This is an optimization exercise on Yosys and OpenROAD, whose aim is small area, a short achievable clock period and few clock cycles per item, not a production implementation. Where RTL was checked, it was by simulation tests only, not by an equivalence proof against the original. Power and IR-drop figures of this design are not reliable: the tool's default activity estimate is inflated in some of its runs.

==> inputs of build 68 <==
==> flow/design.v <==
package tpu_pkg;
    typedef logic [3:0]  addr_t;
    typedef logic [15:0] word_t;
    typedef enum logic [1:0] {BANK_A, BANK_B, BANK_RESULT, BANK_NONE} bank_sel_t;
endpackage
`timescale 1ns/10ps
module mac_pe (
    input  logic [3:0]  neg,
    input  logic [3:0]  one,
    input  logic [3:0]  two,
    input  logic [7:0]  b,
    input  logic [15:0] acc,
    output logic [15:0] sum
);
    logic [8:0] bx;
    assign bx = {b[7], b};
    logic [8:0] pp0;
    logic [8:0] pp1;
    logic [8:0] pp2;
    logic [8:0] pp3;
    always_comb begin
        for (int t = 0; t < 9; t++) begin
            pp0[t] = ((one[0] & bx[t]) | (two[0] & ((t == 0) ? 1'b0 : bx[t-1]))) ^ neg[0];
        end
        pp0[8] = ~pp0[8];
        for (int t = 0; t < 9; t++) begin
            pp1[t] = ((one[1] & bx[t]) | (two[1] & ((t == 0) ? 1'b0 : bx[t-1]))) ^ neg[1];
        end
        pp1[8] = ~pp1[8];
        for (int t = 0; t < 9; t++) begin
            pp2[t] = ((one[2] & bx[t]) | (two[2] & ((t == 0) ? 1'b0 : bx[t-1]))) ^ neg[2];
        end
        pp2[8] = ~pp2[8];
        for (int t = 0; t < 9; t++) begin
            pp3[t] = ((one[3] & bx[t]) | (two[3] & ((t == 0) ? 1'b0 : bx[t-1]))) ^ neg[3];
        end
        pp3[8] = ~pp3[8];
    end
    logic [23:0] fs, fc;
    logic [11:0] hs, hc;
    assign hs[0] = acc[4] ^ neg[2];
    assign hc[0] = acc[4] & neg[2];
    assign hs[1] = acc[5] ^ pp0[5];
    assign hc[1] = acc[5] & pp0[5];
    assign fs[0] = acc[6] ^ neg[3] ^ pp0[6];
    assign fc[0] = (acc[6] & neg[3]) | (acc[6] & pp0[6]) | (neg[3] & pp0[6]);
    assign hs[2] = pp1[4] ^ pp2[2];
    assign hc[2] = pp1[4] & pp2[2];
    assign fs[1] = acc[7] ^ pp0[7] ^ pp1[5];
    assign fc[1] = (acc[7] & pp0[7]) | (acc[7] & pp1[5]) | (pp0[7] & pp1[5]);
    assign hs[3] = pp2[3] ^ pp3[1];
    assign hc[3] = pp2[3] & pp3[1];
    assign fs[2] = acc[8] ^ pp0[8] ^ pp1[6];
    assign fc[2] = (acc[8] & pp0[8]) | (acc[8] & pp1[6]) | (pp0[8] & pp1[6]);
    assign hs[4] = pp2[4] ^ pp3[2];
    assign hc[4] = pp2[4] & pp3[2];
    assign fs[3] = acc[9] ^ pp1[7] ^ pp2[5];
    assign fc[3] = (acc[9] & pp1[7]) | (acc[9] & pp2[5]) | (pp1[7] & pp2[5]);
    assign hs[5] = acc[10] ^ pp1[8];
    assign hc[5] = acc[10] & pp1[8];
    assign hs[6] = acc[2] ^ neg[1];
    assign hc[6] = acc[2] & neg[1];
    assign hs[7] = acc[3] ^ pp0[3];
    assign hc[7] = acc[3] & pp0[3];
    assign fs[4] = hs[0] ^ pp0[4] ^ pp1[2];
    assign fc[4] = (hs[0] & pp0[4]) | (hs[0] & pp1[2]) | (pp0[4] & pp1[2]);
    assign fs[5] = hc[0] ^ pp1[3] ^ pp2[1];
    assign fc[5] = (hc[0] & pp1[3]) | (hc[0] & pp2[1]) | (pp1[3] & pp2[1]);
    assign fs[6] = pp3[0] ^ hc[1] ^ hs[2];
    assign fc[6] = (pp3[0] & hc[1]) | (pp3[0] & hs[2]) | (hc[1] & hs[2]);
    assign fs[7] = hc[2] ^ hs[3] ^ fc[0];
    assign fc[7] = (hc[2] & hs[3]) | (hc[2] & fc[0]) | (hs[3] & fc[0]);
    assign fs[8] = hc[3] ^ hs[4] ^ fc[1];
    assign fc[8] = (hc[3] & hs[4]) | (hc[3] & fc[1]) | (hs[4] & fc[1]);
    assign fs[9] = pp3[3] ^ hc[4] ^ fc[2];
    assign fc[9] = (pp3[3] & hc[4]) | (pp3[3] & fc[2]) | (hc[4] & fc[2]);
    assign fs[10] = pp2[6] ^ pp3[4] ^ hs[5];
    assign fc[10] = (pp2[6] & pp3[4]) | (pp2[6] & hs[5]) | (pp3[4] & hs[5]);
    assign fs[11] = acc[11] ^ pp2[7] ^ pp3[5];
    assign fc[11] = (acc[11] & pp2[7]) | (acc[11] & pp3[5]) | (pp2[7] & pp3[5]);
    assign hs[8] = acc[12] ^ pp2[8];
    assign hc[8] = acc[12] & pp2[8];
    assign hs[9] = acc[0] ^ neg[0];
    assign hc[9] = acc[0] & neg[0];
    assign hs[10] = acc[1] ^ pp0[1];
    assign hc[10] = acc[1] & pp0[1];
    assign fs[12] = hs[6] ^ pp0[2] ^ pp1[0];
    assign fc[12] = (hs[6] & pp0[2]) | (hs[6] & pp1[0]) | (pp0[2] & pp1[0]);
    assign fs[13] = hc[6] ^ pp1[1] ^ hs[7];
    assign fc[13] = (hc[6] & pp1[1]) | (hc[6] & hs[7]) | (pp1[1] & hs[7]);
    assign fs[14] = pp2[0] ^ hc[7] ^ fs[4];
    assign fc[14] = (pp2[0] & hc[7]) | (pp2[0] & fs[4]) | (hc[7] & fs[4]);
    assign fs[15] = hs[1] ^ fc[4] ^ fs[5];
    assign fc[15] = (hs[1] & fc[4]) | (hs[1] & fs[5]) | (fc[4] & fs[5]);
    assign fs[16] = fc[5] ^ fs[0] ^ fs[6];
    assign fc[16] = (fc[5] & fs[0]) | (fc[5] & fs[6]) | (fs[0] & fs[6]);
    assign fs[17] = fs[1] ^ fc[6] ^ fs[7];
    assign fc[17] = (fs[1] & fc[6]) | (fs[1] & fs[7]) | (fc[6] & fs[7]);
    assign fs[18] = fs[2] ^ fc[7] ^ fs[8];
    assign fc[18] = (fs[2] & fc[7]) | (fs[2] & fs[8]) | (fc[7] & fs[8]);
    assign fs[19] = fs[3] ^ fc[8] ^ fs[9];
    assign fc[19] = (fs[3] & fc[8]) | (fs[3] & fs[9]) | (fc[8] & fs[9]);
    assign fs[20] = fc[3] ^ fs[10] ^ fc[9];
    assign fc[20] = (fc[3] & fs[10]) | (fc[3] & fc[9]) | (fs[10] & fc[9]);
    assign fs[21] = hc[5] ^ fs[11] ^ fc[10];
    assign fc[21] = (hc[5] & fs[11]) | (hc[5] & fc[10]) | (fs[11] & fc[10]);
    assign fs[22] = pp3[6] ^ hs[8] ^ fc[11];
    assign fc[22] = (pp3[6] & hs[8]) | (pp3[6] & fc[11]) | (hs[8] & fc[11]);
    assign fs[23] = acc[13] ^ pp3[7] ^ hc[8];
    assign fc[23] = (acc[13] & pp3[7]) | (acc[13] & hc[8]) | (pp3[7] & hc[8]);
    assign hs[11] = acc[14] ^ pp3[8];
    assign hc[11] = acc[14] & pp3[8];
    logic [15:0] row_a, row_b;
    assign row_a = {acc[15], fc[23], fc[22], fc[21], fc[20], fc[19], fc[18], fc[17], fc[16], fc[15], fc[14], fc[13], fc[12], hc[10], hc[9], pp0[0]};
    assign row_b = {hc[11], hs[11], fs[23], fs[22], fs[21], fs[20], fs[19], fs[18], fs[17], fs[16], fs[15], fs[14], fs[13], fs[12], hs[10], hs[9]};
    assign sum = row_a + row_b;
endmodule
`timescale 1ns/10ps
module tpu_top (
    input  logic               clk,
    input  logic               rst_n,
    input  logic               start_valid,
    input  logic               host_we,
    input  tpu_pkg::bank_sel_t host_bank,
    input  tpu_pkg::addr_t     host_addr,
    input  tpu_pkg::word_t     host_wdata,
    output logic               start_ready,
    output logic               busy,
    output logic               done,
    output tpu_pkg::word_t     host_rdata
);
    logic [7:0]  bank_a [16];
    logic [7:0]  bank_b [16];
    logic [15:0] bank_c [16];
    logic [3:0]  fidx;
    logic [3:0]  step;
    logic        calc;
    logic        done_r;
    always_ff @(posedge clk or negedge rst_n) begin
        if (!rst_n) begin
            busy   <= 1'b0;
            calc   <= 1'b0;
            done_r <= 1'b0;
            step   <= '0;
            fidx   <= '0;
        end else begin
            done_r <= calc && (step == 4'd15);
            if (!busy) begin
                if (start_valid) begin
                    busy <= 1'b1;
                    calc <= 1'b1;
                    fidx <= 4'd1;
                end
            end else begin
                if (calc) step <= step + 4'd1;
                if (fidx != 4'd0) fidx <= fidx + 4'd1;
                if (calc && step == 4'd15) calc <= 1'b0;
                if (done_r) busy <= 1'b0;
            end
        end
    end
    assign start_ready = ~busy;
    assign done        = done_r;
    logic host_wr;
    assign host_wr = host_we && !busy;
    logic [7:0]  fa_a;
    logic [3:0]  op_neg, op_one, op_two;
    logic [7:0]  op_b [4];
    logic [1:0]  fk;
    assign fk = fidx[1:0];
    assign fa_a = (host_wr && host_bank == tpu_pkg::BANK_A && host_addr == 4'd0) ?
                  host_wdata[7:0] : bank_a[fidx];
    always_ff @(posedge clk) begin
        for (int r = 0; r < 4; r++) begin
            logic hi, mid, lo;
            hi  = fa_a[2*r+1];
            mid = fa_a[2*r];
            lo  = (r == 0) ? 1'b0 : fa_a[2*r-1];
            op_neg[r] <= hi;
            op_one[r] <= mid ^ lo;
            op_two[r] <= (hi & ~mid & ~lo) | (~hi & mid & lo);
        end
        for (int j = 0; j < 4; j++) begin
            if (host_wr && host_bank == tpu_pkg::BANK_B && host_addr == 4'(j))
                op_b[j] <= host_wdata[7:0];
            else
                op_b[j] <= bank_b[{fk, 2'(j)}];
        end
    end
    logic [15:0] acc [4];
    logic [15:0] sum [4];
    logic        last;
    assign last = (step[1:0] == 2'd3);
    localparam logic [15:0] ACC_INIT = 16'hAC00;
    for (genvar j = 0; j < 4; j++) begin : g_mac
        mac_pe mac_inst (
            .neg (op_neg),
            .one (op_one),
            .two (op_two),
            .b   (op_b[j]),
            .acc (acc[j]),
            .sum (sum[j])
        );
    end
    always_ff @(posedge clk) begin
        for (int j = 0; j < 4; j++) acc[j] <= (calc && !last) ? sum[j] : ACC_INIT;
    end
    logic [15:0] c_wdata [4];
    logic [15:0] c_we;
    always_comb begin
        for (int j = 0; j < 4; j++) c_wdata[j] = busy ? sum[j] : host_wdata;
        for (int w = 0; w < 16; w++) begin
            c_we[w] = (host_wr && host_bank == tpu_pkg::BANK_RESULT && host_addr == 4'(w)) ||
                      (calc && last && step[3:2] == 2'(w / 4));
        end
    end
    always_ff @(posedge clk or negedge rst_n) begin
        if (!rst_n) begin
            for (int w = 0; w < 16; w++) begin
                bank_a[w] <= '0;
                bank_b[w] <= '0;
            end
        end else begin
            for (int w = 0; w < 16; w++) begin
                if (host_wr && host_bank == tpu_pkg::BANK_A && host_addr == 4'(w))
                    bank_a[w] <= host_wdata[7:0];
                if (host_wr && host_bank == tpu_pkg::BANK_B && host_addr == 4'(w))
                    bank_b[w] <= host_wdata[7:0];
            end
        end
    end
    logic [15:0] c_val;
    logic [15:0] c_data [16];
    always_ff @(posedge clk or negedge rst_n) begin
        if (!rst_n) begin
            c_val <= '0;
        end else begin
            c_val <= c_val | c_we;
        end
    end
    always_ff @(posedge clk) begin
        for (int w = 0; w < 16; w++) begin
            if (c_we[w]) c_data[w] <= c_wdata[w % 4];
        end
    end
    always_comb begin
        for (int w = 0; w < 16; w++) bank_c[w] = c_val[w] ? c_data[w] : 16'd0;
    end
    always_comb begin
        case (host_bank)
            tpu_pkg::BANK_A:      host_rdata = {{8{bank_a[host_addr][7]}}, bank_a[host_addr]};
            tpu_pkg::BANK_B:      host_rdata = {{8{bank_b[host_addr][7]}}, bank_b[host_addr]};
            tpu_pkg::BANK_RESULT: host_rdata = bank_c[host_addr];
            default:              host_rdata = '0;
        endcase
    end
endmodule
==> flow/flow/run.sh <==
#!/bin/bash
# The standard layout (the standard.sh, synthesis included, unchanged),
# except that the port buffers are buf_4 cells: the default pick is a slow
# delay cell that repair_timing cannot swap out (footprint matching), and it
# sits on the host_addr -> host_rdata read path. Make's full output goes to
# flow_make.log here; each ORFS step also keeps its own log under orfs/logs.
set -euo pipefail
bash standard.sh BUFFER_PORTS_ARGS="-buffer_cell sky130_fd_sc_hd__buf_4" finish > flow_make.log 2>&1
==> flow/standard.sh <==
#!/bin/bash
# synth_recipe.tcl (not shown) runs the flow's synth.tcl, then flattens the netlist and writes it again
# the make line also repeats each setting of config.mk as NAME=value (left out here)
make -C /OpenROAD-flow-scripts/flow DESIGN_CONFIG=/design/flow/config.mk WORK_HOME=/design/flow/orfs CLKGATE_MAP_FILE= SYNTH_SCRIPT=/design/flow/synth_recipe.tcl "${@:-finish}"
==> flow/config.mk <==
export PLATFORM = sky130hd
export DESIGN_NAME = tpu_top
export DESIGN_NICKNAME = tpu_top
export VERILOG_FILES = /design/flow/design.v
export SDC_FILE = /design/flow/constraint.sdc
export NUM_CORES = 4
export LEC_CHECK = 0
export ABC_AREA = 1
export CAP_MARGIN = 20
export CORE_MARGIN = 2
export CORE_UTILIZATION = 50
export CTS_BUF_LIST = sky130_fd_sc_hd__clkbuf_16
export CTS_CLUSTER_DIAMETER = 120
export CTS_CLUSTER_SIZE = 22
export SETUP_SLACK_MARGIN = 2.7
export SLEW_MARGIN = 20
export TNS_END_PERCENT = 0
==> flow/constraint.sdc <==
create_clock -name core_clock -period 7.5 [get_ports {clk}]
set_input_delay 1.5000 -clock core_clock [delete_from_list [all_inputs] [get_ports {clk}]]
set_output_delay 1.5000 -clock core_clock [all_outputs]
set_load 0.01 [all_outputs]
==> build 48 (differences from build 68) <==
--- a/flow/config.mk
+++ b/flow/config.mk
@@ -10,3 +10,3 @@
 export CORE_MARGIN = 2
-export CORE_UTILIZATION = 50
+export CORE_UTILIZATION = 60
 export CTS_BUF_LIST = sky130_fd_sc_hd__clkbuf_16
@@ -14,3 +14,3 @@
 export CTS_CLUSTER_SIZE = 22
-export SETUP_SLACK_MARGIN = 2.7
+export SETUP_SLACK_MARGIN = 2.8
 export SLEW_MARGIN = 20
==> build 77 (differences from build 68) <==
--- a/flow/design.v
+++ b/flow/design.v
@@ -207,11 +207,2 @@
     end
-    logic [15:0] c_wdata [4];
-    logic [15:0] c_we;
-    always_comb begin
-        for (int j = 0; j < 4; j++) c_wdata[j] = busy ? sum[j] : host_wdata;
-        for (int w = 0; w < 16; w++) begin
-            c_we[w] = (host_wr && host_bank == tpu_pkg::BANK_RESULT && host_addr == 4'(w)) ||
-                      (calc && last && step[3:2] == 2'(w / 4));
-        end
-    end
     always_ff @(posedge clk or negedge rst_n) begin
@@ -221,2 +212,3 @@
                 bank_b[w] <= '0;
+                bank_c[w] <= '0;
             end
@@ -228,21 +220,8 @@
                     bank_b[w] <= host_wdata[7:0];
+                if (host_wr && host_bank == tpu_pkg::BANK_RESULT && host_addr == 4'(w))
+                    bank_c[w] <= host_wdata;
+                else if (calc && last && step[3:2] == 2'(w / 4))
+                    bank_c[w] <= sum[w % 4];
             end
         end
-    end
-    logic [15:0] c_val;
-    logic [15:0] c_data [16];
-    always_ff @(posedge clk or negedge rst_n) begin
-        if (!rst_n) begin
-            c_val <= '0;
-        end else begin
-            c_val <= c_val | c_we;
-        end
-    end
-    always_ff @(posedge clk) begin
-        for (int w = 0; w < 16; w++) begin
-            if (c_we[w]) c_data[w] <= c_wdata[w % 4];
-        end
-    end
-    always_comb begin
-        for (int w = 0; w < 16; w++) bank_c[w] = c_val[w] ? c_data[w] : 16'd0;
     end
==> flow/config.mk (replaced) <==
export PLATFORM = sky130hd
export DESIGN_NAME = tpu_top
export DESIGN_NICKNAME = tpu_top
export VERILOG_FILES = /design/flow/design.v
export SDC_FILE = /design/flow/constraint.sdc
export NUM_CORES = 4
export LEC_CHECK = 0
export ABC_AREA = 1
export CAP_MARGIN = 20
export CORE_MARGIN = 2
export CORE_UTILIZATION = 60
export CTS_BUF_LIST = sky130_fd_sc_hd__clkbuf_8
export CTS_CLUSTER_SIZE = 25
export SETUP_SLACK_MARGIN = 2.5
export SLEW_MARGIN = 20
==> notes.md <==
Part of the total power dissipated in sequential elements: build 77 0.126; build 68 0.210; build 48 0.204
Number of synthesized register bits: build 77 631; build 68 647; build 48 647
Number of levels in the clock H-tree: build 77 3; build 68 2; build 48 2
Post-Syn Area per Cell: build 77 7.80 µm²; build 68 8.44 µm²; build 48 8.44 µm²
NumNets Final: build 77 5131; build 68 4536; build 48 4551
Die Width: build 77 257 µm; build 68 273 µm; build 48 250 µm
Source of the worst hold timing path: build 77 done_r$_DFF_PN0_; build 68 c_val[14]$_DFF_PN0_; build 48 c_val[3]$_DFF_PN0_
Fraction of area in registers: build 77 0.363; build 68 0.429; build 48 0.427
Clock buf count: build 77 131; build 68 36; build 48 35
Clock network contribution to total cell area: build 77 0.0542; build 68 0.0277; build 48 0.0265
Slowest stage cell, crit path: build 77 sky130_fd_sc_hd__buf_4; build 68 sky130_fd_sc_hd__nor2_2; build 48 sky130_fd_sc_hd__o21bai_1
Worst R2R Start: build 77 op_one[3]$_DFF_P_; build 68 op_neg[0]$_DFF_P_; build 48 op_one[1]$_DFF_P_
Hpwl dp: build 77 110000 µm; build 68 91800 µm; build 48 90300 µm
Global placer's final weighted congestion: build 77 1.05; build 68 0.998; build 48 1.02
Capturing element of the worst setup path: build 77 host_rdata[6]; build 68 host_rdata[5]; build 48 host_rdata[2]
Metal2 WL: build 77 64400 µm; build 68 58500 µm; build 48 57700 µm
Antenna diode count: build 77 2; build 68 0; build 48 1
Met1 Usage GRT: build 77 0.609; build 68 0.480; build 48 0.542
Synthesized-area fraction occupied by ao, oa, aoi and oai cells: build 77 0.170; build 68 0.115; build 48 0.115
Sequential cell area in the final layout: build 77 15300 µm²; build 68 16900 µm²; build 48 16900 µm²
Vias in the first global route: build 77 35800; build 68 28900; build 48 29800
Fraction of synthesized area in multiplexers: build 77 0.000555; build 68 0.000311; build 48 0.000311
Outcome: build 77 no timing/DRC/antenna violations; build 68 no timing/DRC/antenna violations; build 48 no timing/DRC/antenna violations
CP Max Fanout: build 77 24; build 68 8; build 48 12
Testbench counts of build 68, summed over its fixed seeds: cycles 20,480, items 320.
Testbench counts of build 48, summed over its fixed seeds: cycles 20,480, items 320.
Only the layout flow was run in build 77; the RTL was not checked for function there.

[afterwards: timing with drivers on the ports]
The results above use ideal ports. As a check the final layouts listed here were re-extracted and re-timed, cells and wires unchanged. Step 1 (the two cells are an assumption about what drives the block):
set clk [get_ports {clk}]
set_driving_cell -lib_cell sky130_fd_sc_hd__clkbuf_16 $clk
set_driving_cell -lib_cell sky130_fd_sc_hd__buf_2 [delete_from_list [all_inputs] $clk]
Step 2 adds t to the input delays and takes it off the output delays; t is the mean of the earliest and latest rising clock arrival at the registers after step 1. Input paths then give back, and output paths get back, about the clock's delay inside the block. a / b / c = ideal / step 1 / step 2; a / b = the first two.
run | t, ns | slack for setup (ns) | worst setup path at the end | clock arrival spread, ns
build 68 | 0.675 | 2.588 / 2.541 / 2.541 | input to output | 0.035 / 0.035
build 48 | 0.655 | 2.655 / 2.618 / 2.618 | input to output | 0.033 / 0.033
build 77 | 0.816 | 2.518 / 2.476 / 2.476 | input to output | 0.049 / 0.049
After both steps setup and hold are still met in every run listed. The setup slack of build 68, which loses most, moves by -0.047 ns with the drivers and by -0.047 ns with both steps.
